Background: an optimization exercise with open tools, aiming at small area, a short achievable clock period and few clock cycles per item. Do not read the settings as production practice.
No run shown here included a check of the RTL's function; only the layout flow was run.

## flow/design.v (module list and top-level ports; edited modules follow where they fit)
// module mac_fa: 10 lines
// module mac_aoi21: 3 lines
// module mac_oai21: 3 lines
// module mac_nand2: 3 lines
// module mac_nor2: 3 lines
// module mac_xnor2: 3 lines
// module mac_or2: 3 lines
// module mac_ha: 9 lines
// module wallace_mac: 2019 lines
module wallace_mac (
    input  wire        clk,
    input  wire        arst_n,
    input  wire        req,
    output logic       ack,
    input  wire [15:0] a,
    input  wire [15:0] b,
    input  wire [31:0] acc,
    input  wire        cin,
    output logic [32:0] result
);
  // ...
==> flow/flow/run.sh <==
#!/bin/bash
# The standard layout (the standard.sh: ORFS synthesis and place and route,
# unchanged), except that the port buffers that global placement inserts on
# every input and output use a plain buffer cell rather than the delay cell
# the resizer would pick by default.
set -euo pipefail
export BUFFER_PORTS_ARGS="-buffer_cell ${PORT_BUFFER:-sky130_fd_sc_hd__buf_2}"
bash standard.sh > standard_flow.log 2>&1
==> flow/standard.sh <==
#!/bin/bash
# synth_recipe.tcl (not shown) runs the flow's synth.tcl, then flattens the netlist and writes it again
# the make line also repeats each setting of config.mk as NAME=value (left out here)
make -C /OpenROAD-flow-scripts/flow DESIGN_CONFIG=/design/flow/config.mk WORK_HOME=/design/flow/orfs CLKGATE_MAP_FILE= SYNTH_SCRIPT=/design/flow/synth_recipe.tcl "${@:-finish}"
==> flow/config.mk <==
export PLATFORM = sky130hd
export DESIGN_NAME = wallace_mac
export DESIGN_NICKNAME = wallace_mac
export VERILOG_FILES = /design/flow/design.v
export SDC_FILE = /design/flow/constraint.sdc
export NUM_CORES = 4
export LEC_CHECK = 0
export CAP_MARGIN = 20
export CORE_MARGIN = 2
export CORE_UTILIZATION = 40
export CTS_BUF_LIST = sky130_fd_sc_hd__clkbuf_8
export SETUP_SLACK_MARGIN = 2.0
export SLEW_MARGIN = 20
export SYNTH_HIERARCHICAL = 1
export SYNTH_MINIMUM_KEEP_SIZE = 0
==> flow/constraint.sdc <==
create_clock -name core_clock -period 6.0 [get_ports {clk}]
set_input_delay 1.2000 -clock core_clock [delete_from_list [all_inputs] [get_ports {clk}]]
set_output_delay 1.2000 -clock core_clock [all_outputs]
set_load 0.01 [all_outputs]
==> results.json, run 1 <==
{
  "setup_violations": 0,
  "die_x_um": 162,
  "antenna_found_initial": 1,
  "ios": 102,
  "slew_headroom_pct": 64.8,
  "clock-root-buffer": "clkbuf_8",
  "chipHeight_um": 162,
  "cp_top_family": "adder cells",
  "tap_cells": 324,
  "status": "complete, no violations",
  "multiInputGateArea_um2": 7460,
  "nClkBuffers": 9,
  "hold_buffers": 0,
  "seq_area_frac_synth_pct": 15.4,
  "initial_utilization_pct": 41.1,
  "synth.avg_cell_area_um2": 10.5,
  "area_growth_pct": 4.72,
  "yosys_warnings": 7,
  "final-hold-violation-count": 0,
  "synth-xor-area-share_pct": 3.92,
  "diodes": 1,
  "cts_setup_buffers": 6,
  "avgRoutedWirePerCell_um": 17.5,
  "grt_use_met2_pct": 30.6,
  "top_usage_layer": "met2",
  "post_drt_via_cell_ratio": 4.95,
  "grt_use_met1_pct": 24.1,
  "critPathBufInv": 1,
  "drt-total-wl_um": 23000,
  "multi_input_area_share_pct": 70.9,
  "ys_top_cells_by_count": "274 x nand2_1, 226 x fa_1, 77 x inv_1, 76 x dfxtp_1, 62 x buf_6",
  "drt_iter0_markers": 443,
  "crit_slowest_cell": "fa_1",
  "wl_met1_um": 9540,
  "hp-class": "in -> async",
  "yosys.cell_types.count": 16
}
==> run 2: changes to the inputs <==
--- a/flow/design.v
+++ b/flow/design.v
@@ -33,22 +33,16 @@
     assign y = ~((a | b) & c);
 endmodule
 module mac_nand2 (input wire a, input wire b, output logic y);
     assign y = ~(a & b);
 endmodule
 module mac_nor2 (input wire a, input wire b, output logic y);
     assign y = ~(a | b);
 endmodule
-module mac_xnor2 (input wire a, input wire b, output logic y);
-    assign y = ~(a ^ b);
-endmodule
-module mac_or2 (input wire a, input wire b, output logic y);
-    assign y = a | b;
-endmodule
 module mac_ha (
     input  wire  x,
     input  wire  y,
     output logic s,
     output logic c
 );
     assign s = x ^ y;
     assign c = x & y;
@@ -1103,92 +1097,92 @@
     wire s_25;
     wire s_26;
     wire s_27;
     wire s_28;
     wire s_29;
     wire s_30;
     wire s_31;
     wire s_32;
-    logic r_fc_146;
-    logic r_fs_148;
-    logic r_fc_147;
-    logic r_fs_150;
-    logic r_fc_148;
-    logic r_fc_149;
-    logic r_fs_152;
-    logic r_fc_150;
-    logic r_fc_151;
-    logic r_fc_172;
-    logic r_fs_173;
-    logic r_fs_139;
-    logic r_fc_180;
-    logic r_fs_181;
     logic r_fs_141;
     logic r_fc_181;
     logic r_fs_182;
     logic r_fs_143;
     logic r_fc_182;
     logic r_fs_183;
     logic r_fs_145;
     logic r_fc_183;
     logic r_fs_184;
     logic r_fs_147;
     logic r_fc_184;
     logic r_fs_185;
     logic r_fs_149;
     logic r_fc_185;
+    logic r_fs_186;
     logic r_fs_151;
+    logic r_fc_186;
+    logic r_fs_187;
     logic r_fs_153;
+    logic r_fc_187;
+    logic r_fs_188;
     logic r_fc_153;
     logic r_fs_189;
+    logic r_fc_188;
     logic r_fc_155;
     logic r_fs_190;
     logic r_fc_189;
     logic r_fc_157;
     logic r_fs_191;
     logic r_fc_190;
-    logic r_fs_161;
-    logic r_fs_192;
-    logic r_fc_191;
-    logic r_fs_199;
-    logic r_hc_14;
-    logic r_fs_201;
-    logic r_fc_201;
-    logic r_fs_202;
-    logic r_fc_202;
-    logic r_fs_203;
-    logic r_fc_203;
-    logic r_fs_204;
-    logic r_fc_204;
-    logic r_fs_205;
-    logic r_fc_205;
-    logic r_fs_206;
     logic r_fc_206;
     logic r_fs_207;
     logic r_fc_207;
+    logic r_fs_208;
+    logic r_fc_208;
+    logic r_fs_219;
     logic r_fs_220;
+    logic r_fc_219;
     logic r_fs_221;
     logic r_fc_220;
     logic r_fs_222;
     logic r_fc_221;
-    logic r_fs_223;
-    logic r_fc_222;
-    logic r_fs_224;
-    logic r_fc_223;
-    logic r_fs_225;
-    logic r_fc_224;
-    logic r_fs_226;
-    logic r_fc_225;
-    logic r_nacc_31;
-    logic r_fc_226;
+    logic r_g0_10;
+    logic r_p0_10;
+    logic r_p0_27;
+    logic r_g0_27;
+    logic r_G1_9;
+    logic r_P1_9;
+    logic r_p0_30;
+    logic r_i_G1_29;
+    logic r_g0_30;
+    logic r_i_P1_29;
+    logic r_P1_31;
+    logic r_G1_29;
+    logic r_G1_31;
+    logic r_P1_29;
+    logic r_P2_7;
     logic r_G2_3;
-    logic r_p0_1;
+    logic r_G2_7;
+    logic r_p0_28;
+    logic r_g0_28;
+    logic r_i_p0_8;
+    logic r_i_g0_8;
+    logic r_p0_7;
+    logic r_G3_6;
+    logic r_p0_8;
+    logic r_p0_9;
+    logic r_p0_29;
+    logic r_p0_31;
+    logic r_s_0;
+    logic r_s_1;
     logic r_s_2;
     logic r_s_3;
+    logic r_s_4;
+    logic r_s_5;
+    logic r_s_6;
     assign pp_0_0 = ~(a[0] & b[0]);
     assign pp_0_1 = ~(a[0] & b[1]);
     assign pp_0_2 = ~(a[0] & b[2]);
     assign pp_0_3 = ~(a[0] & b[3]);
     assign pp_0_4 = ~(a[0] & b[4]);
     assign pp_0_5 = ~(a[0] & b[5]);
     assign pp_0_6 = ~(a[0] & b[6]);
     assign pp_0_7 = ~(a[0] & b[7]);
@@ -1548,50 +1542,41 @@
     mac_fa u_fa_73 (.x(nacc_5), .y(pp_0_5), .z(pp_1_4), .s(fs_73), .c(fc_73));
     mac_fa u_fa_74 (.x(nacc_6), .y(pp_0_6), .z(pp_1_5), .s(fs_74), .c(fc_74));
     mac_fa u_fa_75 (.x(pp_2_4), .y(pp_3_3), .z(pp_4_2), .s(fs_75), .c(fc_75));
     mac_fa u_fa_76 (.x(nacc_7), .y(pp_0_7), .z(pp_1_6), .s(fs_76), .c(fc_76));
     mac_fa u_fa_77 (.x(pp_2_5), .y(pp_3_4), .z(pp_4_3), .s(fs_77), .c(fc_77));
     mac_fa u_fa_78 (.x(pp_5_2), .y(pp_6_1), .z(pp_7_0), .s(fs_78), .c(fc_78));
     mac_fa u_fa_79 (.x(pp_2_6), .y(pp_3_5), .z(pp_4_4), .s(fs_79), .c(fc_79));
     mac_fa u_fa_80 (.x(pp_5_3), .y(pp_6_2), .z(pp_7_1), .s(fs_80), .c(fc_80));
-    mac_xnor2 u_ha_1s (.a(pp_8_0), .b(fs_21), .y(hs_1));
-    mac_or2 u_ha_1c (.a(pp_8_0), .b(fs_21), .y(hc_1));
+    mac_fa u_ha_1 (.x(pp_8_0), .y(fs_21), .z(1'b1), .s(hs_1), .c(hc_1));
     mac_fa u_fa_81 (.x(pp_5_4), .y(pp_6_3), .z(pp_7_2), .s(fs_81), .c(fc_81));
     mac_fa u_fa_82 (.x(pp_8_1), .y(pp_9_0), .z(fc_21), .s(fs_82), .c(fc_82));
-    mac_xnor2 u_ha_2s (.a(fs_22), .b(fs_23), .y(hs_2));
-    mac_or2 u_ha_2c (.a(fs_22), .b(fs_23), .y(hc_2));
+    mac_fa u_ha_2 (.x(fs_22), .y(fs_23), .z(1'b1), .s(hs_2), .c(hc_2));
     mac_fa u_fa_83 (.x(pp_8_2), .y(pp_9_1), .z(pp_10_0), .s(fs_83), .c(fc_83));
     mac_fa u_fa_84 (.x(fc_22), .y(fc_23), .z(fs_24), .s(fs_84), .c(fc_84));
-    mac_xnor2 u_ha_3s (.a(fs_25), .b(fs_26), .y(hs_3));
-    mac_or2 u_ha_3c (.a(fs_25), .b(fs_26), .y(hc_3));
+    mac_fa u_ha_3 (.x(fs_25), .y(fs_26), .z(1'b1), .s(hs_3), .c(hc_3));
     mac_fa u_fa_85 (.x(pp_11_0), .y(fc_24), .z(fc_25), .s(fs_85), .c(fc_85));
     mac_fa u_fa_86 (.x(fc_26), .y(fs_27), .z(fs_28), .s(fs_86), .c(fc_86));
-    mac_xnor2 u_ha_4s (.a(fs_29), .b(fs_30), .y(hs_4));
-    mac_or2 u_ha_4c (.a(fs_29), .b(fs_30), .y(hc_4));
+    mac_fa u_ha_4 (.x(fs_29), .y(fs_30), .z(1'b1), .s(hs_4), .c(hc_4));
     mac_fa u_fa_87 (.x(fc_27), .y(fc_28), .z(fc_29), .s(fs_87), .c(fc_87));
     mac_fa u_fa_88 (.x(fc_30), .y(fs_31), .z(fs_32), .s(fs_88), .c(fc_88));
-    mac_xnor2 u_ha_5s (.a(fs_33), .b(fs_34), .y(hs_5));
-    mac_or2 u_ha_5c (.a(fs_33), .b(fs_34), .y(hc_5));
+    mac_fa u_ha_5 (.x(fs_33), .y(fs_34), .z(1'b1), .s(hs_5), .c(hc_5));
     mac_fa u_fa_89 (.x(fc_31), .y(fc_32), .z(fc_33), .s(fs_89), .c(fc_89));
     mac_fa u_fa_90 (.x(fs_35), .y(fs_36), .z(fs_37), .s(fs_90), .c(fc_90));
-    mac_xnor2 u_ha_6s (.a(fc_34), .b(fs_38), .y(hs_6));
-    mac_or2 u_ha_6c (.a(fc_34), .b(fs_38), .y(hc_6));
+    mac_fa u_ha_6 (.x(fc_34), .y(fs_38), .z(1'b1), .s(hs_6), .c(hc_6));
     mac_fa u_fa_91 (.x(fc_35), .y(fc_36), .z(fc_37), .s(fs_91), .c(fc_91));
     mac_fa u_fa_92 (.x(fs_39), .y(fs_40), .z(fc_38), .s(fs_92), .c(fc_92));
-    mac_xnor2 u_ha_7s (.a(fs_41), .b(fs_42), .y(hs_7));
-    mac_or2 u_ha_7c (.a(fs_41), .b(fs_42), .y(hc_7));
+    mac_fa u_ha_7 (.x(fs_41), .y(fs_42), .z(1'b1), .s(hs_7), .c(hc_7));
     mac_fa u_fa_93 (.x(fc_39), .y(fc_40), .z(fs_43), .s(fs_93), .c(fc_93));
     mac_fa u_fa_94 (.x(fs_44), .y(fc_41), .z(fc_42), .s(fs_94), .c(fc_94));
-    mac_xnor2 u_ha_8s (.a(fs_45), .b(fs_46), .y(hs_8));
-    mac_or2 u_ha_8c (.a(fs_45), .b(fs_46), .y(hc_8));
+    mac_fa u_ha_8 (.x(fs_45), .y(fs_46), .z(1'b1), .s(hs_8), .c(hc_8));
     mac_fa u_fa_95 (.x(fc_43), .y(fs_47), .z(fc_44), .s(fs_95), .c(fc_95));
     mac_fa u_fa_96 (.x(fc_45), .y(fc_46), .z(fs_48), .s(fs_96), .c(fc_96));
-    mac_xnor2 u_ha_9s (.a(fs_49), .b(fs_50), .y(hs_9));
-    mac_or2 u_ha_9c (.a(fs_49), .b(fs_50), .y(hc_9));
+    mac_fa u_ha_9 (.x(fs_49), .y(fs_50), .z(1'b1), .s(hs_9), .c(hc_9));
     mac_fa u_fa_97 (.x(fc_47), .y(fs_51), .z(fs_52), .s(fs_97), .c(fc_97));
     mac_fa u_fa_98 (.x(fs_17), .y(fc_48), .z(fc_49), .s(fs_98), .c(fc_98));
     mac_fa u_fa_99 (.x(fc_50), .y(fs_53), .z(fs_54), .s(fs_99), .c(fc_99));
     mac_fa u_fa_100 (.x(fc_51), .y(fc_52), .z(fs_55), .s(fs_100), .c(fc_100));
     mac_fa u_fa_101 (.x(fs_56), .y(fs_19), .z(fs_57), .s(fs_101), .c(fc_101));
     mac_fa u_fa_102 (.x(fc_53), .y(fc_54), .z(fs_58), .s(fs_102), .c(fc_102));
     mac_fa u_fa_103 (.x(fc_55), .y(fc_56), .z(fs_59), .s(fs_103), .c(fc_103));
     mac_fa u_fa_104 (.x(fs_60), .y(fs_61), .z(fs_20), .s(fs_104), .c(fc_104));
@@ -1613,24 +1598,21 @@
     mac_fa u_fa_120 (.x(pp_14_10), .y(pp_15_9), .z(fc_72), .s(fs_120), .c(fc_120));
     mac_fa u_fa_121 (.x(nacc_25), .y(pp_10_15), .z(pp_11_14), .s(fs_121), .c(fc_121));
     mac_fa u_fa_122 (.x(pp_12_13), .y(pp_13_12), .z(pp_14_11), .s(fs_122), .c(fc_122));
     mac_fa u_fa_123 (.x(nacc_26), .y(pp_11_15), .z(pp_12_14), .s(fs_123), .c(fc_123));
     mac_fa u_fa_124 (.x(nacc_3), .y(pp_0_3), .z(pp_1_2), .s(fs_124), .c(fc_124));
     mac_fa u_fa_125 (.x(nacc_4), .y(pp_0_4), .z(pp_1_3), .s(fs_125), .c(fc_125));
     mac_fa u_fa_126 (.x(pp_2_2), .y(pp_3_1), .z(pp_4_0), .s(fs_126), .c(fc_126));
     mac_fa u_fa_127 (.x(pp_2_3), .y(pp_3_2), .z(pp_4_1), .s(fs_127), .c(fc_127));
-    mac_xnor2 u_ha_10s (.a(pp_5_0), .b(fs_73), .y(hs_10));
-    mac_or2 u_ha_10c (.a(pp_5_0), .b(fs_73), .y(hc_10));
+    mac_fa u_ha_10 (.x(pp_5_0), .y(fs_73), .z(1'b1), .s(hs_10), .c(hc_10));
     mac_fa u_fa_128 (.x(pp_5_1), .y(pp_6_0), .z(fc_73), .s(fs_128), .c(fc_128));
-    mac_xnor2 u_ha_11s (.a(fs_74), .b(fs_75), .y(hs_11));
-    mac_or2 u_ha_11c (.a(fs_74), .b(fs_75), .y(hc_11));
+    mac_fa u_ha_11 (.x(fs_74), .y(fs_75), .z(1'b1), .s(hs_11), .c(hc_11));
     mac_fa u_fa_129 (.x(fc_74), .y(fc_75), .z(fs_76), .s(fs_129), .c(fc_129));
-    mac_xnor2 u_ha_12s (.a(fs_77), .b(fs_78), .y(hs_12));
-    mac_or2 u_ha_12c (.a(fs_77), .b(fs_78), .y(hc_12));
+    mac_fa u_ha_12 (.x(fs_77), .y(fs_78), .z(1'b1), .s(hs_12), .c(hc_12));
     mac_fa u_fa_130 (.x(fc_76), .y(fc_77), .z(fc_78), .s(fs_130), .c(fc_130));
     mac_fa u_fa_131 (.x(fs_79), .y(fs_80), .z(hs_1), .s(fs_131), .c(fc_131));
     mac_fa u_fa_132 (.x(fc_79), .y(fc_80), .z(fs_81), .s(fs_132), .c(fc_132));
     mac_fa u_fa_133 (.x(hc_1), .y(hs_2), .z(fs_82), .s(fs_133), .c(fc_133));
     mac_fa u_fa_134 (.x(fc_81), .y(fs_83), .z(hc_2), .s(fs_134), .c(fc_134));
     mac_fa u_fa_135 (.x(hs_3), .y(fc_82), .z(fs_84), .s(fs_135), .c(fc_135));
     mac_fa u_fa_136 (.x(fc_83), .y(hc_3), .z(hs_4), .s(fs_136), .c(fc_136));
     mac_fa u_fa_137 (.x(fc_84), .y(fs_85), .z(fs_86), .s(fs_137), .c(fc_137));
@@ -1677,176 +1659,213 @@
     mac_fa u_fa_178 (.x(fc_130), .y(fs_132), .z(fc_131), .s(fs_178), .c(fc_178));
     mac_fa u_fa_179 (.x(fc_132), .y(fs_134), .z(fc_133), .s(fs_179), .c(fc_179));
     mac_fa u_fa_180 (.x(fc_134), .y(fs_136), .z(fc_135), .s(fs_180), .c(fc_180));
     mac_fa u_fa_181 (.x(fc_136), .y(fc_137), .z(fs_138), .s(fs_181), .c(fc_181));
     mac_fa u_fa_182 (.x(fc_138), .y(fs_140), .z(fc_139), .s(fs_182), .c(fc_182));
     mac_fa u_fa_183 (.x(fc_140), .y(fs_142), .z(fc_141), .s(fs_183), .c(fc_183));
     mac_fa u_fa_184 (.x(fc_142), .y(fs_144), .z(fc_143), .s(fs_184), .c(fc_184));
     mac_fa u_fa_185 (.x(fc_144), .y(fs_146), .z(fc_145), .s(fs_185), .c(fc_185));
+    mac_fa u_fa_186 (.x(fc_146), .y(fs_148), .z(fc_147), .s(fs_186), .c(fc_186));
+    mac_fa u_fa_187 (.x(fs_150), .y(fc_148), .z(fc_149), .s(fs_187), .c(fc_187));
+    mac_fa u_fa_188 (.x(fs_152), .y(fc_150), .z(fc_151), .s(fs_188), .c(fc_188));
     mac_fa u_fa_189 (.x(fc_152), .y(fs_154), .z(fs_155), .s(fs_189), .c(fc_189));
     mac_fa u_fa_190 (.x(fc_154), .y(fs_156), .z(fs_157), .s(fs_190), .c(fc_190));
     mac_fa u_fa_191 (.x(fs_158), .y(fc_156), .z(fs_159), .s(fs_191), .c(fc_191));
     mac_fa u_fa_192 (.x(fs_160), .y(fc_158), .z(fc_159), .s(fs_192), .c(fc_192));
     mac_fa u_fa_193 (.x(fc_160), .y(fs_162), .z(fs_163), .s(fs_193), .c(fc_193));
     mac_fa u_fa_194 (.x(fc_162), .y(fs_164), .z(fs_165), .s(fs_194), .c(fc_194));
     mac_fa u_fa_195 (.x(fs_166), .y(fc_164), .z(fs_167), .s(fs_195), .c(fc_195));
     mac_fa u_fa_196 (.x(fc_166), .y(fs_168), .z(fs_169), .s(fs_196), .c(fc_196));
     mac_fa u_fa_197 (.x(pp_15_13), .y(fc_168), .z(fs_170), .s(fs_197), .c(fc_197));
     mac_fa u_fa_198 (.x(nacc_29), .y(pp_14_15), .z(pp_15_14), .s(fs_198), .c(fc_198));
     mac_fa u_fa_199 (.x(nacc_0), .y(ncin), .z(pp_0_0), .s(fs_199), .c(fc_199));
     mac_fa u_fa_200 (.x(nacc_1), .y(pp_0_1), .z(pp_1_0), .s(fs_200), .c(fc_200));
-    mac_xnor2 u_ha_13s (.a(pp_2_0), .b(fs_171), .y(hs_13));
-    mac_or2 u_ha_13c (.a(pp_2_0), .b(fs_171), .y(hc_13));
-    mac_xnor2 u_ha_14s (.a(fc_171), .b(fs_172), .y(hs_14));
-    mac_or2 u_ha_14c (.a(fc_171), .b(fs_172), .y(hc_14));
+    mac_fa u_ha_13 (.x(pp_2_0), .y(fs_171), .z(1'b1), .s(hs_13), .c(hc_13));
+    mac_fa u_ha_14 (.x(fc_171), .y(fs_172), .z(1'b1), .s(hs_14), .c(hc_14));
+    mac_fa u_ha_15 (.x(fc_172), .y(fs_173), .z(1'b1), .s(hs_15), .c(hc_15));
     mac_fa u_fa_201 (.x(hs_10), .y(fc_173), .z(fs_174), .s(fs_201), .c(fc_201));
     mac_fa u_fa_202 (.x(fs_128), .y(fc_174), .z(fs_175), .s(fs_202), .c(fc_202));
     mac_fa u_fa_203 (.x(fs_129), .y(fc_175), .z(fs_176), .s(fs_203), .c(fc_203));
     mac_fa u_fa_204 (.x(fs_131), .y(fc_176), .z(fs_177), .s(fs_204), .c(fc_204));
     mac_fa u_fa_205 (.x(fs_133), .y(fc_177), .z(fs_178), .s(fs_205), .c(fc_205));
     mac_fa u_fa_206 (.x(fs_135), .y(fc_178), .z(fs_179), .s(fs_206), .c(fc_206));
     mac_fa u_fa_207 (.x(fs_137), .y(fc_179), .z(fs_180), .s(fs_207), .c(fc_207));
+    mac_fa u_fa_208 (.x(fs_139), .y(fc_180), .z(fs_181), .s(fs_208), .c(fc_208));
+    mac_fa u_fa_219 (.x(fs_161), .y(fs_192), .z(fc_191), .s(fs_219), .c(fc_219));
     mac_fa u_fa_220 (.x(fc_161), .y(fs_193), .z(fc_192), .s(fs_220), .c(fc_220));
     mac_fa u_fa_221 (.x(fc_163), .y(fs_194), .z(fc_193), .s(fs_221), .c(fc_221));
     mac_fa u_fa_222 (.x(fc_165), .y(fs_195), .z(fc_194), .s(fs_222), .c(fc_222));
     mac_fa u_fa_223 (.x(fc_167), .y(fs_196), .z(fc_195), .s(fs_223), .c(fc_223));
     mac_fa u_fa_224 (.x(fc_169), .y(fs_197), .z(fc_196), .s(fs_224), .c(fc_224));
     mac_fa u_fa_225 (.x(fs_198), .y(fc_170), .z(fc_197), .s(fs_225), .c(fc_225));
     mac_fa u_fa_226 (.x(nacc_30), .y(pp_15_15), .z(fc_198), .s(fs_226), .c(fc_226));
+    assign p0_0 = ~fs_199;
     assign g0_1 = fc_199 & fs_200;
     assign p0_1 = fc_199 ^ fs_200;
     assign g0_2 = fc_200 & hs_13;
     assign p0_2 = fc_200 ^ hs_13;
     assign g0_3 = hc_13 & hs_14;
     assign p0_3 = hc_13 ^ hs_14;
+    assign g0_4 = hc_14 & hs_15;
+    assign p0_4 = hc_14 ^ hs_15;
+    assign g0_5 = hc_15 & fs_201;
+    assign p0_5 = hc_15 ^ fs_201;
+    assign g0_6 = fc_201 & fs_202;
+    assign p0_6 = fc_201 ^ fs_202;
+    assign g0_7 = fc_202 & fs_203;
+    assign p0_7 = fc_202 ^ fs_203;
+    assign g0_8 = fc_203 & fs_204;
+    assign p0_8 = fc_203 ^ fs_204;
+    assign g0_9 = fc_204 & fs_205;
+    assign p0_9 = fc_204 ^ fs_205;
+    assign g0_10 = fc_205 & fs_206;
+    assign p0_10 = fc_205 ^ fs_206;
+    assign g0_27 = fs_223 & fc_222;
+    assign p0_27 = fs_223 ^ fc_222;
+    assign g0_28 = fs_224 & fc_223;
+    assign p0_28 = fs_224 ^ fc_223;
+    assign g0_29 = fs_225 & fc_224;
+    assign p0_29 = fs_225 ^ fc_224;
+    assign g0_30 = fs_226 & fc_225;
+    assign p0_30 = fs_226 ^ fc_225;
+    assign g0_31 = nacc_31 & fc_226;
+    assign p0_31 = nacc_31 ^ fc_226;
     assign G1_1 = g0_1 | (p0_1 & 1'b1);
     mac_aoi21 u_G1_3 (.a(p0_3), .b(g0_2), .c(g0_3), .y(G1_3));
     mac_nand2 u_P1_3 (.a(p0_3), .b(p0_2), .y(P1_3));
+    mac_aoi21 u_G1_5 (.a(p0_5), .b(g0_4), .c(g0_5), .y(G1_5));
+    mac_nand2 u_P1_5 (.a(p0_5), .b(p0_4), .y(P1_5));
+    mac_aoi21 u_G1_7 (.a(p0_7), .b(g0_6), .c(g0_7), .y(G1_7));
+    mac_nand2 u_P1_7 (.a(p0_7), .b(p0_6), .y(P1_7));
+    mac_aoi21 u_G1_9 (.a(p0_9), .b(g0_8), .c(g0_9), .y(G1_9));
+    mac_nand2 u_P1_9 (.a(p0_9), .b(p0_8), .y(P1_9));
+    mac_aoi21 u_G1_29 (.a(p0_29), .b(g0_28), .c(g0_29), .y(G1_29));
+    mac_nand2 u_P1_29 (.a(p0_29), .b(p0_28), .y(P1_29));
+    mac_aoi21 u_G1_31 (.a(p0_31), .b(g0_30), .c(g0_31), .y(G1_31));
+    mac_nand2 u_P1_31 (.a(p0_31), .b(p0_30), .y(P1_31));
     mac_aoi21 u_G2_2 (.a(p0_2), .b(G1_1), .c(g0_2), .y(G2_2));
     assign i_G1_1 = ~G1_1;
     mac_oai21 u_G2_3 (.a(P1_3), .b(i_G1_1), .c(G1_3), .y(G2_3));
+    assign i_G1_5 = ~G1_5;
+    mac_aoi21 u_G2_6 (.a(p0_6), .b(i_G1_5), .c(g0_6), .y(G2_6));
+    assign i_P1_5 = ~P1_5;
+    mac_nand2 u_P2_6 (.a(p0_6), .b(i_P1_5), .y(P2_6));
+    mac_oai21 u_G2_7 (.a(P1_7), .b(G1_5), .c(G1_7), .y(G2_7));
+    mac_nor2 u_P2_7 (.a(P1_7), .b(P1_5), .y(P2_7));
+    assign i_G1_29 = ~G1_29;
+    assign i_P1_29 = ~P1_29;
+    mac_aoi21 u_G3_4 (.a(p0_4), .b(G2_3), .c(g0_4), .y(G3_4));
+    mac_aoi21 u_G3_5 (.a(i_P1_5), .b(G2_3), .c(i_G1_5), .y(G3_5));
+    assign i_G2_6 = ~G2_6;
+    assign i_P2_6 = ~P2_6;
+    mac_aoi21 u_G3_6 (.a(i_P2_6), .b(G2_3), .c(i_G2_6), .y(G3_6));
+    assign i_g0_8 = ~g0_8;
+    assign i_p0_8 = ~p0_8;
+    assign s_0 = ~(p0_0 ^ 1'b1);
+    assign s_1 = ~(p0_1 ^ 1'b1);
     assign s_2 = ~(p0_2 ^ G1_1);
     assign s_3 = p0_3 ^ G2_2;
+    assign s_4 = ~(p0_4 ^ G2_3);
+    assign s_5 = p0_5 ^ G3_4;
+    assign s_6 = p0_6 ^ G3_5;
     always_ff @(posedge clk) begin
-        r_fc_146 <= fc_146;
-        r_fs_148 <= fs_148;
-        r_fc_147 <= fc_147;
-        r_fs_150 <= fs_150;
-        r_fc_148 <= fc_148;
-        r_fc_149 <= fc_149;
-        r_fs_152 <= fs_152;
-        r_fc_150 <= fc_150;
-        r_fc_151 <= fc_151;
-        r_fc_172 <= fc_172;
-        r_fs_173 <= fs_173;
-        r_fs_139 <= fs_139;
-        r_fc_180 <= fc_180;
-        r_fs_181 <= fs_181;
         r_fs_141 <= fs_141;
         r_fc_181 <= fc_181;
         r_fs_182 <= fs_182;
         r_fs_143 <= fs_143;
         r_fc_182 <= fc_182;
         r_fs_183 <= fs_183;
         r_fs_145 <= fs_145;
         r_fc_183 <= fc_183;
         r_fs_184 <= fs_184;
         r_fs_147 <= fs_147;
         r_fc_184 <= fc_184;
         r_fs_185 <= fs_185;
         r_fs_149 <= fs_149;
         r_fc_185 <= fc_185;
+        r_fs_186 <= fs_186;
         r_fs_151 <= fs_151;
+        r_fc_186 <= fc_186;
+        r_fs_187 <= fs_187;
         r_fs_153 <= fs_153;
+        r_fc_187 <= fc_187;
+        r_fs_188 <= fs_188;
         r_fc_153 <= fc_153;
         r_fs_189 <= fs_189;
+        r_fc_188 <= fc_188;
         r_fc_155 <= fc_155;
         r_fs_190 <= fs_190;
         r_fc_189 <= fc_189;
         r_fc_157 <= fc_157;
         r_fs_191 <= fs_191;
         r_fc_190 <= fc_190;
-        r_fs_161 <= fs_161;
-        r_fs_192 <= fs_192;
-        r_fc_191 <= fc_191;
-        r_fs_199 <= fs_199;
-        r_hc_14 <= hc_14;
-        r_fs_201 <= fs_201;
-        r_fc_201 <= fc_201;
-        r_fs_202 <= fs_202;
-        r_fc_202 <= fc_202;
-        r_fs_203 <= fs_203;
-        r_fc_203 <= fc_203;
-        r_fs_204 <= fs_204;
-        r_fc_204 <= fc_204;
-        r_fs_205 <= fs_205;
-        r_fc_205 <= fc_205;
-        r_fs_206 <= fs_206;
         r_fc_206 <= fc_206;
         r_fs_207 <= fs_207;
         r_fc_207 <= fc_207;
+        r_fs_208 <= fs_208;
+        r_fc_208 <= fc_208;
+        r_fs_219 <= fs_219;
         r_fs_220 <= fs_220;
+        r_fc_219 <= fc_219;
         r_fs_221 <= fs_221;
         r_fc_220 <= fc_220;
         r_fs_222 <= fs_222;
         r_fc_221 <= fc_221;
-        r_fs_223 <= fs_223;
-        r_fc_222 <= fc_222;
-        r_fs_224 <= fs_224;
-        r_fc_223 <= fc_223;
-        r_fs_225 <= fs_225;
-        r_fc_224 <= fc_224;
-        r_fs_226 <= fs_226;
-        r_fc_225 <= fc_225;
-        r_nacc_31 <= nacc_31;
-        r_fc_226 <= fc_226;
+        r_g0_10 <= g0_10;
+        r_p0_10 <= p0_10;
+        r_p0_27 <= p0_27;
+        r_g0_27 <= g0_27;
+        r_G1_9 <= G1_9;
+        r_P1_9 <= P1_9;
+        r_p0_30 <= p0_30;
+        r_i_G1_29 <= i_G1_29;
+        r_g0_30 <= g0_30;
+        r_i_P1_29 <= i_P1_29;
+        r_P1_31 <= P1_31;
+        r_G1_29 <= G1_29;
+        r_G1_31 <= G1_31;
+        r_P1_29 <= P1_29;
+        r_P2_7 <= P2_7;
         r_G2_3 <= G2_3;
-        r_p0_1 <= p0_1;
+        r_G2_7 <= G2_7;
+        r_p0_28 <= p0_28;
+        r_g0_28 <= g0_28;
+        r_i_p0_8 <= i_p0_8;
+        r_i_g0_8 <= i_g0_8;
+        r_p0_7 <= p0_7;
+        r_G3_6 <= G3_6;
+        r_p0_8 <= p0_8;
+        r_p0_9 <= p0_9;
+        r_p0_29 <= p0_29;
+        r_p0_31 <= p0_31;
+        r_s_0 <= s_0;
+        r_s_1 <= s_1;
         r_s_2 <= s_2;
         r_s_3 <= s_3;
+        r_s_4 <= s_4;
+        r_s_5 <= s_5;
+        r_s_6 <= s_6;
     end
-    mac_fa u_fa_186 (.x(r_fc_146), .y(r_fs_148), .z(r_fc_147), .s(fs_186), .c(fc_186));
-    mac_fa u_fa_187 (.x(r_fs_150), .y(r_fc_148), .z(r_fc_149), .s(fs_187), .c(fc_187));
-    mac_fa u_fa_188 (.x(r_fs_152), .y(r_fc_150), .z(r_fc_151), .s(fs_188), .c(fc_188));
-    mac_xnor2 u_ha_15s (.a(r_fc_172), .b(r_fs_173), .y(hs_15));
-    mac_or2 u_ha_15c (.a(r_fc_172), .b(r_fs_173), .y(hc_15));
-    mac_fa u_fa_208 (.x(r_fs_139), .y(r_fc_180), .z(r_fs_181), .s(fs_208), .c(fc_208));
     mac_fa u_fa_209 (.x(r_fs_141), .y(r_fc_181), .z(r_fs_182), .s(fs_209), .c(fc_209));
     mac_fa u_fa_210 (.x(r_fs_143), .y(r_fc_182), .z(r_fs_183), .s(fs_210), .c(fc_210));
     mac_fa u_fa_211 (.x(r_fs_145), .y(r_fc_183), .z(r_fs_184), .s(fs_211), .c(fc_211));
     mac_fa u_fa_212 (.x(r_fs_147), .y(r_fc_184), .z(r_fs_185), .s(fs_212), .c(fc_212));
-    mac_fa u_fa_213 (.x(r_fs_149), .y(r_fc_185), .z(fs_186), .s(fs_213), .c(fc_213));
-    mac_fa u_fa_214 (.x(r_fs_151), .y(fc_186), .z(fs_187), .s(fs_214), .c(fc_214));
-    mac_fa u_fa_215 (.x(r_fs_153), .y(fc_187), .z(fs_188), .s(fs_215), .c(fc_215));
-    mac_fa u_fa_216 (.x(r_fc_153), .y(r_fs_189), .z(fc_188), .s(fs_216), .c(fc_216));
+    mac_fa u_fa_213 (.x(r_fs_149), .y(r_fc_185), .z(r_fs_186), .s(fs_213), .c(fc_213));
+    mac_fa u_fa_214 (.x(r_fs_151), .y(r_fc_186), .z(r_fs_187), .s(fs_214), .c(fc_214));
+    mac_fa u_fa_215 (.x(r_fs_153), .y(r_fc_187), .z(r_fs_188), .s(fs_215), .c(fc_215));
+    mac_fa u_fa_216 (.x(r_fc_153), .y(r_fs_189), .z(r_fc_188), .s(fs_216), .c(fc_216));
     mac_fa u_fa_217 (.x(r_fc_155), .y(r_fs_190), .z(r_fc_189), .s(fs_217), .c(fc_217));
     mac_fa u_fa_218 (.x(r_fc_157), .y(r_fs_191), .z(r_fc_190), .s(fs_218), .c(fc_218));
-    mac_fa u_fa_219 (.x(r_fs_161), .y(r_fs_192), .z(r_fc_191), .s(fs_219), .c(fc_219));
-    assign p0_0 = ~r_fs_199;
-    assign g0_4 = r_hc_14 & hs_15;
-    assign p0_4 = r_hc_14 ^ hs_15;
-    assign g0_5 = hc_15 & r_fs_201;
-    assign p0_5 = hc_15 ^ r_fs_201;
-    assign g0_6 = r_fc_201 & r_fs_202;
-    assign p0_6 = r_fc_201 ^ r_fs_202;
-    assign g0_7 = r_fc_202 & r_fs_203;
-    assign p0_7 = r_fc_202 ^ r_fs_203;
-    assign g0_8 = r_fc_203 & r_fs_204;
-    assign p0_8 = r_fc_203 ^ r_fs_204;
-    assign g0_9 = r_fc_204 & r_fs_205;
-    assign p0_9 = r_fc_204 ^ r_fs_205;
-    assign g0_10 = r_fc_205 & r_fs_206;
-    assign p0_10 = r_fc_205 ^ r_fs_206;
     assign g0_11 = r_fc_206 & r_fs_207;
     assign p0_11 = r_fc_206 ^ r_fs_207;
-    assign g0_12 = r_fc_207 & fs_208;
-    assign p0_12 = r_fc_207 ^ fs_208;
-    assign g0_13 = fc_208 & fs_209;
-    assign p0_13 = fc_208 ^ fs_209;
+    assign g0_12 = r_fc_207 & r_fs_208;
+    assign p0_12 = r_fc_207 ^ r_fs_208;
+    assign g0_13 = r_fc_208 & fs_209;
+    assign p0_13 = r_fc_208 ^ fs_209;
     assign g0_14 = fc_209 & fs_210;
     assign p0_14 = fc_209 ^ fs_210;
     assign g0_15 = fc_210 & fs_211;
     assign p0_15 = fc_210 ^ fs_211;
     assign g0_16 = fc_211 & fs_212;
     assign p0_16 = fc_211 ^ fs_212;
     assign g0_17 = fc_212 & fs_213;
     assign p0_17 = fc_212 ^ fs_213;
@@ -1855,74 +1874,48 @@
     assign g0_19 = fc_214 & fs_215;
     assign p0_19 = fc_214 ^ fs_215;
     assign g0_20 = fs_216 & fc_215;
     assign p0_20 = fs_216 ^ fc_215;
     assign g0_21 = fs_217 & fc_216;
     assign p0_21 = fs_217 ^ fc_216;
     assign g0_22 = fs_218 & fc_217;
     assign p0_22 = fs_218 ^ fc_217;
-    assign g0_23 = fs_219 & fc_218;
-    assign p0_23 = fs_219 ^ fc_218;
-    assign g0_24 = r_fs_220 & fc_219;
-    assign p0_24 = r_fs_220 ^ fc_219;
+    assign g0_23 = r_fs_219 & fc_218;
+    assign p0_23 = r_fs_219 ^ fc_218;
+    assign g0_24 = r_fs_220 & r_fc_219;
+    assign p0_24 = r_fs_220 ^ r_fc_219;
     assign g0_25 = r_fs_221 & r_fc_220;
     assign p0_25 = r_fs_221 ^ r_fc_220;
     assign g0_26 = r_fs_222 & r_fc_221;
     assign p0_26 = r_fs_222 ^ r_fc_221;
-    assign g0_27 = r_fs_223 & r_fc_222;
-    assign p0_27 = r_fs_223 ^ r_fc_222;
-    assign g0_28 = r_fs_224 & r_fc_223;
-    assign p0_28 = r_fs_224 ^ r_fc_223;
-    assign g0_29 = r_fs_225 & r_fc_224;
-    assign p0_29 = r_fs_225 ^ r_fc_224;
-    assign g0_30 = r_fs_226 & r_fc_225;
-    assign p0_30 = r_fs_226 ^ r_fc_225;
-    assign g0_31 = r_nacc_31 & r_fc_226;
-    assign p0_31 = r_nacc_31 ^ r_fc_226;
-    mac_aoi21 u_G1_5 (.a(p0_5), .b(g0_4), .c(g0_5), .y(G1_5));
-    mac_nand2 u_P1_5 (.a(p0_5), .b(p0_4), .y(P1_5));
-    mac_aoi21 u_G1_7 (.a(p0_7), .b(g0_6), .c(g0_7), .y(G1_7));
-    mac_nand2 u_P1_7 (.a(p0_7), .b(p0_6), .y(P1_7));
-    mac_aoi21 u_G1_9 (.a(p0_9), .b(g0_8), .c(g0_9), .y(G1_9));
-    mac_nand2 u_P1_9 (.a(p0_9), .b(p0_8), .y(P1_9));
-    mac_aoi21 u_G1_11 (.a(p0_11), .b(g0_10), .c(g0_11), .y(G1_11));
-    mac_nand2 u_P1_11 (.a(p0_11), .b(p0_10), .y(P1_11));
+    mac_aoi21 u_G1_11 (.a(p0_11), .b(r_g0_10), .c(g0_11), .y(G1_11));
+    mac_nand2 u_P1_11 (.a(p0_11), .b(r_p0_10), .y(P1_11));
     mac_aoi21 u_G1_13 (.a(p0_13), .b(g0_12), .c(g0_13), .y(G1_13));
     mac_nand2 u_P1_13 (.a(p0_13), .b(p0_12), .y(P1_13));
     mac_aoi21 u_G1_15 (.a(p0_15), .b(g0_14), .c(g0_15), .y(G1_15));
     mac_nand2 u_P1_15 (.a(p0_15), .b(p0_14), .y(P1_15));
     mac_aoi21 u_G1_17 (.a(p0_17), .b(g0_16), .c(g0_17), .y(G1_17));
     mac_nand2 u_P1_17 (.a(p0_17), .b(p0_16), .y(P1_17));
     mac_aoi21 u_G1_19 (.a(p0_19), .b(g0_18), .c(g0_19), .y(G1_19));
     mac_nand2 u_P1_19 (.a(p0_19), .b(p0_18), .y(P1_19));
     mac_aoi21 u_G1_21 (.a(p0_21), .b(g0_20), .c(g0_21), .y(G1_21));
     mac_nand2 u_P1_21 (.a(p0_21), .b(p0_20), .y(P1_21));
     mac_aoi21 u_G1_23 (.a(p0_23), .b(g0_22), .c(g0_23), .y(G1_23));
     mac_nand2 u_P1_23 (.a(p0_23), .b(p0_22), .y(P1_23));
     mac_aoi21 u_G1_25 (.a(p0_25), .b(g0_24), .c(g0_25), .y(G1_25));
     mac_nand2 u_P1_25 (.a(p0_25), .b(p0_24), .y(P1_25));
-    mac_aoi21 u_G1_27 (.a(p0_27), .b(g0_26), .c(g0_27), .y(G1_27));
-    mac_nand2 u_P1_27 (.a(p0_27), .b(p0_26), .y(P1_27));
-    mac_aoi21 u_G1_29 (.a(p0_29), .b(g0_28), .c(g0_29), .y(G1_29));
-    mac_nand2 u_P1_29 (.a(p0_29), .b(p0_28), .y(P1_29));
-    mac_aoi21 u_G1_31 (.a(p0_31), .b(g0_30), .c(g0_31), .y(G1_31));
-    mac_nand2 u_P1_31 (.a(p0_31), .b(p0_30), .y(P1_31));
-    assign i_G1_5 = ~G1_5;
-    mac_aoi21 u_G2_6 (.a(p0_6), .b(i_G1_5), .c(g0_6), .y(G2_6));
-    assign i_P1_5 = ~P1_5;
-    mac_nand2 u_P2_6 (.a(p0_6), .b(i_P1_5), .y(P2_6));
-    mac_oai21 u_G2_7 (.a(P1_7), .b(G1_5), .c(G1_7), .y(G2_7));
-    mac_nor2 u_P2_7 (.a(P1_7), .b(P1_5), .y(P2_7));
-    assign i_G1_9 = ~G1_9;
-    mac_aoi21 u_G2_10 (.a(p0_10), .b(i_G1_9), .c(g0_10), .y(G2_10));
-    assign i_P1_9 = ~P1_9;
-    mac_nand2 u_P2_10 (.a(p0_10), .b(i_P1_9), .y(P2_10));
-    mac_oai21 u_G2_11 (.a(P1_11), .b(G1_9), .c(G1_11), .y(G2_11));
-    mac_nor2 u_P2_11 (.a(P1_11), .b(P1_9), .y(P2_11));
+    mac_aoi21 u_G1_27 (.a(r_p0_27), .b(g0_26), .c(r_g0_27), .y(G1_27));
+    mac_nand2 u_P1_27 (.a(r_p0_27), .b(p0_26), .y(P1_27));
+    assign i_G1_9 = ~r_G1_9;
+    mac_aoi21 u_G2_10 (.a(r_p0_10), .b(i_G1_9), .c(r_g0_10), .y(G2_10));
+    assign i_P1_9 = ~r_P1_9;
+    mac_nand2 u_P2_10 (.a(r_p0_10), .b(i_P1_9), .y(P2_10));
+    mac_oai21 u_G2_11 (.a(P1_11), .b(r_G1_9), .c(G1_11), .y(G2_11));
+    mac_nor2 u_P2_11 (.a(P1_11), .b(r_P1_9), .y(P2_11));
     assign i_G1_13 = ~G1_13;
     mac_aoi21 u_G2_14 (.a(p0_14), .b(i_G1_13), .c(g0_14), .y(G2_14));
     assign i_P1_13 = ~P1_13;
     mac_nand2 u_P2_14 (.a(p0_14), .b(i_P1_13), .y(P2_14));
     mac_oai21 u_G2_15 (.a(P1_15), .b(G1_13), .c(G1_15), .y(G2_15));
     mac_nor2 u_P2_15 (.a(P1_15), .b(P1_13), .y(P2_15));
     assign i_G1_17 = ~G1_17;
     mac_aoi21 u_G2_18 (.a(p0_18), .b(i_G1_17), .c(g0_18), .y(G2_18));
@@ -1937,28 +1930,21 @@
     mac_oai21 u_G2_23 (.a(P1_23), .b(G1_21), .c(G1_23), .y(G2_23));
     mac_nor2 u_P2_23 (.a(P1_23), .b(P1_21), .y(P2_23));
     assign i_G1_25 = ~G1_25;
     mac_aoi21 u_G2_26 (.a(p0_26), .b(i_G1_25), .c(g0_26), .y(G2_26));
     assign i_P1_25 = ~P1_25;
     mac_nand2 u_P2_26 (.a(p0_26), .b(i_P1_25), .y(P2_26));
     mac_oai21 u_G2_27 (.a(P1_27), .b(G1_25), .c(G1_27), .y(G2_27));
     mac_nor2 u_P2_27 (.a(P1_27), .b(P1_25), .y(P2_27));
-    assign i_G1_29 = ~G1_29;
-    mac_aoi21 u_G2_30 (.a(p0_30), .b(i_G1_29), .c(g0_30), .y(G2_30));
-    assign i_P1_29 = ~P1_29;
-    mac_nand2 u_P2_30 (.a(p0_30), .b(i_P1_29), .y(P2_30));
-    mac_oai21 u_G2_31 (.a(P1_31), .b(G1_29), .c(G1_31), .y(G2_31));
-    mac_nor2 u_P2_31 (.a(P1_31), .b(P1_29), .y(P2_31));
-    mac_aoi21 u_G3_4 (.a(p0_4), .b(r_G2_3), .c(g0_4), .y(G3_4));
-    mac_aoi21 u_G3_5 (.a(i_P1_5), .b(r_G2_3), .c(i_G1_5), .y(G3_5));
-    assign i_G2_6 = ~G2_6;
-    assign i_P2_6 = ~P2_6;
-    mac_aoi21 u_G3_6 (.a(i_P2_6), .b(r_G2_3), .c(i_G2_6), .y(G3_6));
-    mac_aoi21 u_G3_7 (.a(P2_7), .b(r_G2_3), .c(G2_7), .y(G3_7));
+    mac_aoi21 u_G2_30 (.a(r_p0_30), .b(r_i_G1_29), .c(r_g0_30), .y(G2_30));
+    mac_nand2 u_P2_30 (.a(r_p0_30), .b(r_i_P1_29), .y(P2_30));
+    mac_oai21 u_G2_31 (.a(r_P1_31), .b(r_G1_29), .c(r_G1_31), .y(G2_31));
+    mac_nor2 u_P2_31 (.a(r_P1_31), .b(r_P1_29), .y(P2_31));
+    mac_aoi21 u_G3_7 (.a(r_P2_7), .b(r_G2_3), .c(r_G2_7), .y(G3_7));
     mac_aoi21 u_G3_12 (.a(p0_12), .b(G2_11), .c(g0_12), .y(G3_12));
     mac_nand2 u_P3_12 (.a(p0_12), .b(P2_11), .y(P3_12));
     mac_aoi21 u_G3_13 (.a(i_P1_13), .b(G2_11), .c(i_G1_13), .y(G3_13));
     mac_nand2 u_P3_13 (.a(i_P1_13), .b(P2_11), .y(P3_13));
     assign i_G2_14 = ~G2_14;
     assign i_P2_14 = ~P2_14;
     mac_aoi21 u_G3_14 (.a(i_P2_14), .b(G2_11), .c(i_G2_14), .y(G3_14));
     mac_nand2 u_P3_14 (.a(i_P2_14), .b(P2_11), .y(P3_14));
@@ -1969,30 +1955,28 @@
     mac_aoi21 u_G3_21 (.a(i_P1_21), .b(G2_19), .c(i_G1_21), .y(G3_21));
     mac_nand2 u_P3_21 (.a(i_P1_21), .b(P2_19), .y(P3_21));
     assign i_G2_22 = ~G2_22;
     assign i_P2_22 = ~P2_22;
     mac_aoi21 u_G3_22 (.a(i_P2_22), .b(G2_19), .c(i_G2_22), .y(G3_22));
     mac_nand2 u_P3_22 (.a(i_P2_22), .b(P2_19), .y(P3_22));
     mac_aoi21 u_G3_23 (.a(P2_23), .b(G2_19), .c(G2_23), .y(G3_23));
     mac_nand2 u_P3_23 (.a(P2_23), .b(P2_19), .y(P3_23));
-    mac_aoi21 u_G3_28 (.a(p0_28), .b(G2_27), .c(g0_28), .y(G3_28));
-    mac_nand2 u_P3_28 (.a(p0_28), .b(P2_27), .y(P3_28));
-    mac_aoi21 u_G3_29 (.a(i_P1_29), .b(G2_27), .c(i_G1_29), .y(G3_29));
-    mac_nand2 u_P3_29 (.a(i_P1_29), .b(P2_27), .y(P3_29));
+    mac_aoi21 u_G3_28 (.a(r_p0_28), .b(G2_27), .c(r_g0_28), .y(G3_28));
+    mac_nand2 u_P3_28 (.a(r_p0_28), .b(P2_27), .y(P3_28));
+    mac_aoi21 u_G3_29 (.a(r_i_P1_29), .b(G2_27), .c(r_i_G1_29), .y(G3_29));
+    mac_nand2 u_P3_29 (.a(r_i_P1_29), .b(P2_27), .y(P3_29));
     assign i_G2_30 = ~G2_30;
     assign i_P2_30 = ~P2_30;
     mac_aoi21 u_G3_30 (.a(i_P2_30), .b(G2_27), .c(i_G2_30), .y(G3_30));
     mac_nand2 u_P3_30 (.a(i_P2_30), .b(P2_27), .y(P3_30));
     mac_aoi21 u_G3_31 (.a(P2_31), .b(G2_27), .c(G2_31), .y(G3_31));
     mac_nand2 u_P3_31 (.a(P2_31), .b(P2_27), .y(P3_31));
-    assign i_g0_8 = ~g0_8;
-    assign i_p0_8 = ~p0_8;
-    mac_oai21 u_G4_8 (.a(i_p0_8), .b(G3_7), .c(i_g0_8), .y(G4_8));
-    mac_oai21 u_G4_9 (.a(P1_9), .b(G3_7), .c(G1_9), .y(G4_9));
+    mac_oai21 u_G4_8 (.a(r_i_p0_8), .b(G3_7), .c(r_i_g0_8), .y(G4_8));
+    mac_oai21 u_G4_9 (.a(r_P1_9), .b(G3_7), .c(r_G1_9), .y(G4_9));
     mac_oai21 u_G4_10 (.a(P2_10), .b(G3_7), .c(G2_10), .y(G4_10));
     assign i_G2_11 = ~G2_11;
     assign i_P2_11 = ~P2_11;
     mac_oai21 u_G4_11 (.a(i_P2_11), .b(G3_7), .c(i_G2_11), .y(G4_11));
     mac_oai21 u_G4_12 (.a(P3_12), .b(G3_7), .c(G3_12), .y(G4_12));
     mac_oai21 u_G4_13 (.a(P3_13), .b(G3_7), .c(G3_13), .y(G4_13));
     mac_oai21 u_G4_14 (.a(P3_14), .b(G3_7), .c(G3_14), .y(G4_14));
     mac_oai21 u_G4_15 (.a(P3_15), .b(G3_7), .c(G3_15), .y(G4_15));
@@ -2037,42 +2021,37 @@
     mac_aoi21 u_G5_24 (.a(P4_24), .b(G4_15), .c(G4_24), .y(G5_24));
     mac_aoi21 u_G5_25 (.a(P4_25), .b(G4_15), .c(G4_25), .y(G5_25));
     mac_aoi21 u_G5_26 (.a(P4_26), .b(G4_15), .c(G4_26), .y(G5_26));
     mac_aoi21 u_G5_27 (.a(P4_27), .b(G4_15), .c(G4_27), .y(G5_27));
     mac_aoi21 u_G5_28 (.a(P4_28), .b(G4_15), .c(G4_28), .y(G5_28));
     mac_aoi21 u_G5_29 (.a(P4_29), .b(G4_15), .c(G4_29), .y(G5_29));
     mac_aoi21 u_G5_30 (.a(P4_30), .b(G4_15), .c(G4_30), .y(G5_30));
     mac_aoi21 u_G5_31 (.a(P4_31), .b(G4_15), .c(G4_31), .y(G5_31));
-    assign s_0 = ~(p0_0 ^ 1'b1);
-    assign s_1 = ~(r_p0_1 ^ 1'b1);
-    assign s_4 = ~(p0_4 ^ r_G2_3);
-    assign s_5 = p0_5 ^ G3_4;
-    assign s_6 = p0_6 ^ G3_5;
-    assign s_7 = p0_7 ^ G3_6;
-    assign s_8 = p0_8 ^ G3_7;
-    assign s_9 = ~(p0_9 ^ G4_8);
-    assign s_10 = ~(p0_10 ^ G4_9);
+    assign s_7 = r_p0_7 ^ r_G3_6;
+    assign s_8 = r_p0_8 ^ G3_7;
+    assign s_9 = ~(r_p0_9 ^ G4_8);
+    assign s_10 = ~(r_p0_10 ^ G4_9);
     assign s_11 = ~(p0_11 ^ G4_10);
     assign s_12 = ~(p0_12 ^ G4_11);
     assign s_13 = ~(p0_13 ^ G4_12);
     assign s_14 = ~(p0_14 ^ G4_13);
     assign s_15 = ~(p0_15 ^ G4_14);
     assign s_16 = ~(p0_16 ^ G4_15);
     assign s_17 = p0_17 ^ G5_16;
     assign s_18 = p0_18 ^ G5_17;
     assign s_19 = p0_19 ^ G5_18;
     assign s_20 = p0_20 ^ G5_19;
     assign s_21 = p0_21 ^ G5_20;
     assign s_22 = p0_22 ^ G5_21;
     assign s_23 = p0_23 ^ G5_22;
     assign s_24 = p0_24 ^ G5_23;
     assign s_25 = p0_25 ^ G5_24;
     assign s_26 = p0_26 ^ G5_25;
-    assign s_27 = p0_27 ^ G5_26;
-    assign s_28 = p0_28 ^ G5_27;
-    assign s_29 = p0_29 ^ G5_28;
-    assign s_30 = p0_30 ^ G5_29;
-    assign s_31 = p0_31 ^ G5_30;
+    assign s_27 = r_p0_27 ^ G5_26;
+    assign s_28 = r_p0_28 ^ G5_27;
+    assign s_29 = r_p0_29 ^ G5_28;
+    assign s_30 = r_p0_30 ^ G5_29;
+    assign s_31 = r_p0_31 ^ G5_30;
     assign s_32 = 1'b0 ^ G5_31;
-    assign result = {s_32, s_31, s_30, s_29, s_28, s_27, s_26, s_25, s_24, s_23, s_22, s_21, s_20, s_19, s_18, s_17, s_16, s_15, s_14, s_13, s_12, s_11, s_10, s_9, s_8, s_7, s_6, s_5, s_4, r_s_3, r_s_2, s_1, s_0};
+    assign result = {s_32, s_31, s_30, s_29, s_28, s_27, s_26, s_25, s_24, s_23, s_22, s_21, s_20, s_19, s_18, s_17, s_16, s_15, s_14, s_13, s_12, s_11, s_10, s_9, s_8, s_7, r_s_6, r_s_5, r_s_4, r_s_3, r_s_2, r_s_1, r_s_0};
 endmodule
 `default_nettype wire
==> run 2 against run 1 <==
Still clean on timing, DRC and antenna. Die area grew 0.76%. Final area grew 0.84%. Setup slack gained 0.32 ns. Sequential share of layout area shrank 0.16 points. Critical path depth is the same. Final cell count shrank 0.53%. Wire length shrank 1.5%. Global-route usage shrank 0.065 points. Largest cell class unchanged.
==> results.json, run 2 <==
{
  "status": "complete, no violations",
  "drc": 0,
  "syn-cell-area_um2": 10100,
  "synth_flop_cell": "dfxtp_1",
  "avgRoutedWirePerCell_um": 17.3,
  "netlist_instances": 941,
  "cap_violations": 0,
  "drt_iter0_markers": 401,
  "dpl.hpwl_um": 17700,
  "drtAntennaViolNets": 0,
  "chipHeight_um": 163,
  "final-hold-violation-count": 0,
  "pre_cts_slack_ns": 1.42,
  "numCtsBuffers": 9,
  "die_area_um2": 26600,
  "timing.final.ws_setup_ns": 2.06,
  "cpMostUsedCell": "nand2_1",
  "rsz0062_at_grt": "true",
  "fin_crit_ns": 3.94,
  "grt_pass1_vias": 7142,
  "cts_tree": "built",
  "synth.area.top_cells": "fa_1 48%, dfxtp_1 15%, nand2_1 10%",
  "seq_area_frac_synth_pct": 15.3,
  "via_count": 6416,
  "path_max_fanout": 17,
  "clk_path_buf_depth": 2,
  "regArea_um2": 1550,
  "yosys_warnings": 7,
  "path_class": "reg -> out",
  "area_growth_pct": 4.78,
  "final_layout_size_suffix_gt1_share_pct": 21.6,
  "arrival_ns": 2.74,
  "critPathCaptureType": "output port",
  "io_buffer_count": 101,
  "path_cells": "fa_2 -> ha_4 -> nand2_1 -> nor2_1 -> nand2_1 -> o21ai_2 -> buf_12 -> a21oi_2 -> xor2_1 -> buf_2",
  "fillCellCount": 2425,
  "clock-root-buffer": "clkbuf_8",
  "finalHoldWorstSlack_ns": 0.574,
  "hold_buffers": 0,
  "mostFrequentLayoutCell": "nand2_1",
  "htree_levels": 3,
  "num_rows": 58,
  "yosys.cell_types.count": 16,
  "dr.pass1.iters": 5,
  "worstPathRequired_ns": 4.80,
  "synth.avg_cell_area_um2": 10.8,
  "synth_edf_count": 0,
  "yosys.area.top_type": "fa_1",
  "antenna_found_initial": 1,
  "crit_slowest_cell": "fa_2",
  "cp-start-kind": "flip-flop",
  "path_clk_slew_ns": 0.09,
  "mostFrequentLayoutCells": "272 x nand2_1, 236 x fa_1, 82 x buf_2",
  "synth_top_cell_area_share_pct": 47.7,
  "fmax_ghz": 0.254,
  "worst_slew_pin_slew_ns": 0.557,
  "gp_congestion": 0.853,
  "nets": 1316,
  "critPathCapture": "result[29]",
  "overflow": 0,
  "grt_first_pass_wirelength_um": 37200,
  "period_share_pct": 65.6,
  "multiInputGateArea_um2": 7520,
  "coreArea_um2": 25000,
  "initial_utilization_pct": 40.4,
  "setup_violations": 0,
  "post_drt_via_cell_ratio": 4.91,
  "slew_headroom_pct": 62.6,
  "ios": 102,
  "grt_max_degree": 18,
  "hp-class": "in -> async",
  "yosysMostFrequentCell": "nand2_1",
  "synthArstFlopShare_pct": 1.30,
  "drt-total-wl_um": 22600,
  "clock_sinks": 77,
  "crit_path_max_incr_delay_ns": 0.54,
  "crit_start": "r_fc_183$_DFF_P_",
  "die_x_um": 163,
  "setup_tns_ns": 0,
  "maxSlewViolCount": 0,
  "ys_top_cells_by_count": "274 x nand2_1, 241 x fa_1, 77 x inv_1, 76 x dfxtp_1, 62 x buf_6",
  "grt_util_all_layers_pct": 18.5,
  "ys_seq_elements": 77,
  "post-route-util_pct": 42.4
}
-- run 2: cell types whose count changed after synthesis, sizes merged --
cell   delta
conb      +1
xnor2    -15
fa       +15
or2      -15
-- run 2: worst max-delay path: cells and delay by family, from the launching register on --
| kind | cells | cell delay [ns] |
|---|---|---|
| flops | 1 | 0.37 |
| compound gates | 2 | 0.25 |
| simple gates | 3 | 0.31 |
| xor+xnor | 1 | 0.20 |
| buf+inv | 2 | 0.36 |
| fa+ha+maj | 2 | 0.86 |
-- run 2: final cells by class --
class / count / area share [%]
Multi-Input combinational cell: 705 / 70.9
Sequential cell: 77 / 14.6
Timing Repair Buffer: 103 / 5.68
Tap cell: 330 / 3.89
Inverter: 77 / 2.72
Clock buffer: 9 / 1.17
Clock inverter: 6 / 1.06
Antenna cell: 1 / 0.0236
-- run 2: how the worst min path moves through the flow --
| stage | startpoint | end | slack, ns | cells after the start |
|---|---|---|---|---|
| 2_1_floorplan | arst_n | ack$_DFF_PN0_ | 0.90 | 0 |
| 3_3_place_gp | arst_n | ack$_DFF_PN0_ | 0.98 | 1 |
| 3_5_place_dp | arst_n | ack$_DFF_PN0_ | 0.98 | 1 |
| 4_1_cts | arst_n | ack$_DFF_PN0_ | 0.55 | 1 |
| 5_1_grt | arst_n | ack$_DFF_PN0_ | 0.56 | 1 |
| 6_report | arst_n | ack$_DFF_PN0_ | 0.57 | 1 |
-- run 2: kinds of logic after synthesis --
group	share of synthesized area (%)
AOI/OAI and AO/OA	5.94
xor gates and xnor gates	2.60
adders and majority gates	51.9
buffers and inverters	12.6
DFF	15.3
other	0.0370
and+or+nand+nor	11.7
-- run 2: stage by stage --
stage / instance area, um2 / std cells
after floorplan: 10200 / 955
after global placement: 10200 / 1290
after detailed placement: 10200 / 1290
after CTS: 10500 / 1307
after global routing: 10600 / 1308
final: 10600 / 1308
-- run 2: per-module statistics from Yosys (local to each module, per instance) --
module       cells inside  times used  flip-flops and latches
mac_aoi21               1          55                       0
mac_nor2                1          15                       0
mac_oai21               1          24                       0
wallace_mac           572           1                      77
mac_nand2               1          34                       0
mac_fa                  1         241                       0
-- run 2: repair_timing --
action | 4_1_cts | 5_1_grt
setup endpoints to repair | 21 | 30
buffers inserted | 1 | 0
gates resized for setup | 24 | 21
pin swaps | 2 | 5
gates cloned | 1 | 0
-- run 2: layer usage --
| metal | up-vias | part of all wire (%) | GRT usage (%) |
|---|---|---|---|
| met5 | - | 0 | 0 |
| met4 | 0 | 1.7 | 5.11 |
| met3 | 28 | 8.4 | 4.88 |
| met2 | 264 | 48 | 30.0 |
| met1 | 3304 | 42 | 24.7 |
| li1 | 2820 | - | - |
==> run 3: changes to the inputs <==
--- a/flow/design.v
+++ b/flow/design.v
@@ -39,4 +39,10 @@
     assign y = ~(a | b);
 endmodule
+module mac_xnor2 (input wire a, input wire b, output logic y);
+    assign y = ~(a ^ b);
+endmodule
+module mac_or2 (input wire a, input wire b, output logic y);
+    assign y = a | b;
+endmodule
 module mac_ha (
     input  wire  x,
==> flow/flow/run.sh (replaced) <==
#!/bin/bash
# The standard layout (the standard.sh: ORFS synthesis and place and route,
# unchanged), except that:
#  - the port buffers that global placement inserts on every input and output
#    use a plain buffer cell rather than the delay cell the resizer would pick;
#  - after global routing, ORFS's power recovery downsizes gates off the
#    critical paths.
set -euo pipefail
export BUFFER_PORTS_ARGS="-buffer_cell sky130_fd_sc_hd__buf_2"
export RECOVER_POWER=100
bash standard.sh > standard_flow.log 2>&1
==> run 3 against run 2 <==
Critical endpoint is now r_s_6$_DFF_P_. Critical path type is now in -> reg. Critical path depth is the same. Highest routed layer unchanged. Maximum frequency decreased by 18%. Still clean on timing, DRC and antenna.
==> results.json, run 3 <==
{
  "mostFrequentLayoutCells": "272 x nand2_1, 237 x fa_1, 77 x inv_1",
  "drc": 0,
  "setup_tns_ns": 0,
  "post-route-util_pct": 42.0,
  "clk_path_buf_depth": 2,
  "post_drt_via_cell_ratio": 4.90,
  "gp_congestion": 0.853,
  "cts_tree": "built",
  "ios": 102,
  "fmax_ghz": 0.210,
  "synth_edf_count": 0,
  "clock-root-buffer": "clkbuf_8",
  "wl_met3_um": 1940,
  "overflow": 0,
  "crit_slowest_cell": "clkbuf_1",
  "ys_seq_elements": 77,
  "htree_levels": 3,
  "grt_first_pass_wirelength_um": 37200,
  "io_buffer_count": 101,
  "yosys.area.top_type": "fa_1",
  "grt_util_all_layers_pct": 18.5,
  "antenna_found_initial": 1,
  "path_clk_slew_ns": 0.09,
  "seq_area_frac_synth_pct": 15.3,
  "avgRoutedWirePerCell_um": 17.3,
  "yosys_warnings": 7,
  "clock_sinks": 77,
  "dr.pass1.iters": 4,
  "via_count": 6404,
  "hp-class": "in -> async",
  "area_growth_pct": 3.79,
  "cap_violations": 0,
  "hold_buffers": 0,
  "slew_headroom_pct": 24.1,
  "yosys.cell_types.count": 16,
  "top_layer": "met4",
  "yosysMostFrequentCell": "nand2_1",
  "path_max_fanout": 16,
  "die_area_um2": 26600,
  "period_share_pct": 79.5,
  "critPathCaptureType": "flip-flop",
  "pre_cts_slack_ns": 1.42,
  "initial_utilization_pct": 40.4,
  "rsz0062_at_grt": "true",
  "setup_violations": 0,
  "arrival_ns": 5.04,
  "path_class": "in -> reg",
  "maxSlewViolCount": 0,
  "final-hold-violation-count": 0,
  "worstPathRequired_ns": 6.27,
  "worst_slew_pin_slew_ns": 1.14,
  "ys_top_cells_by_count": "274 x nand2_1, 241 x fa_1, 77 x inv_1, 76 x dfxtp_1, 62 x buf_6",
  "synth.area.top_cells": "fa_1 48%, dfxtp_1 15%, nand2_1 10%",
  "cpMostUsedCell": "fa_1",
  "wl_met2_um": 10900,
  "synth_top_cell_area_share_pct": 47.7,
  "grt_max_degree": 18,
  "synthArstFlopShare_pct": 1.30,
  "wl_met1_um": 9380,
  "synth.avg_cell_area_um2": 10.8,
  "syn-cell-area_um2": 10100,
  "die_x_um": 163,
  "crit_path_max_incr_delay_ns": 0.82,
  "drtAntennaViolNets": 0,
  "drt-total-wl_um": 22600,
  "chipHeight_um": 163,
  "coreArea_um2": 25000,
  "path_cells": "clkbuf_1 -> nand2_1 -> fa_1 -> fa_1 -> fa_1 -> ha_1 -> nand2_1 -> o21ai_0 -> a21oi_2 -> xor2_1",
  "final_layout_size_suffix_gt1_share_pct": 17.8,
  "synth_flop_cell": "dfxtp_1",
  "numCtsBuffers": 9,
  "cp-start-kind": "input port",
  "mostFrequentLayoutCell": "nand2_1",
  "timing.final.ws_setup_ns": 1.23,
  "nets": 1316,
  "drt_iter0_markers": 369,
  "fin_crit_ns": 4.77,
  "grt_pass1_vias": 7142,
  "dpl.hpwl_um": 17700,
  "num_rows": 58,
  "netlist_instances": 941,
  "status": "complete, no violations"
}
[run 3: cell counts after synthesis]
Identical to the previous run, type by type.
[run 3: cell families after synthesis]
group	synth area share, %
compound gates	5.94
xor+xnor	2.60
fa+ha+maj	51.9
buf+inv	12.6
flops	15.3
other cells	0.0370
simple gates	11.7
[run 3: path summary, 6_finish.rpt]
check	start	to	slack (ns)	cells past startpoint
max	b[2]	r_s_6$_DFF_P_	1.23	10
min	arst_n	ack$_DFF_PN0_	0.58	1
max in group asynchronous	arst_n	ack$_DFF_PN0_	5.34	1
min in group core_clock	req	ack$_DFF_PN0_	0.92	1
[run 3: routing by layer]
layer | vias to the layer above | GRT usage, %
met1 | 3280 | 24.7
met5 | - | 0
li1 | 2820 | -
met2 | 277 | 30.0
met3 | 27 | 4.88
met4 | 0 | 5.11
[run 3: stage by stage]
stage / hold slack, ns / cell area [um2] / cells
4_1_cts: 0.553 / 10500 / 1307
3_3_place_gp: 0.975 / 10200 / 1290
2_1_floorplan: 0.904 / 10200 / 955
3_5_place_dp: 0.977 / 10200 / 1290
6_report: 0.577 / 10500 / 1308
5_1_grt: 0.556 / 10500 / 1308
[run 3: final cells by class]
class	instances	area [um2]
well taps	330	413
multi-input cells	705	7460
flip-flops and latches	77	1550
clock inverters	6	113
repair buffers	103	566
diodes	1	2.50
inverters	77	289
clock buffers	9	124
fillers	2439	14500
[run 3: modules after synthesis (local to each module, per instance)]
module / cells / cell area, um2 / copies in the design
mac_aoi21: 1 / 8.76 / 55
mac_fa: 1 / 20.0 / 241
mac_nand2: 1 / 3.75 / 34
mac_nor2: 1 / 3.75 / 15
mac_oai21: 1 / 5.00 / 24
wallace_mac: 572 / 4510 / 1
[run 3: worst max-delay path, delay by kind of cell]
family	cells	cell delay [ns]
compound gates	2	0.71
fa+ha+maj	4	1.88
simple gates	2	0.24
buf+inv	1	0.82
xor+xnor	1	0.17
[run 3: timing repair]
action | in CTS | in global routing
setup endpoints to repair | 21 | 30
resized for setup | 24 | 21
cloned | 1 | 0
pin swaps | 2 | 5
setup buffers | 1 | 0

[afterwards: timing with drivers on the ports]
Ports are ideal in the flow. The routed layouts listed here were re-timed in OpenROAD.
Step 1 (the two cells are an assumption about what drives the block):
set clk [get_ports {clk}]
set_driving_cell -lib_cell sky130_fd_sc_hd__clkbuf_16 $clk
set_driving_cell -lib_cell sky130_fd_sc_hd__buf_2 [delete_from_list [all_inputs] $clk]
Step 2 moves the port delays by t, midway between the first and last clock arrival at a register: inputs arrive t later, outputs are due t later. That takes back most of the time a late clock gives input paths.
Three values: ideal, step 1, step 2; two values: the first two.
run | t (ns) | setup WS [ns] | slew at the worst register clock pin (ns)
run 1 | 0.417 | 1.745 / 1.701 / 1.737 | 0.10 / 0.10
run 2 | 0.413 | 2.064 / 2.022 / 1.661 | 0.09 / 0.09
run 3 | 0.413 | 1.229 / 1.225 / 0.812 | 0.09 / 0.09
After both steps every run listed still meets setup and hold. The setup slack of run 3, which loses most, moves by -0.004 ns with the drivers and by -0.417 ns with both steps.
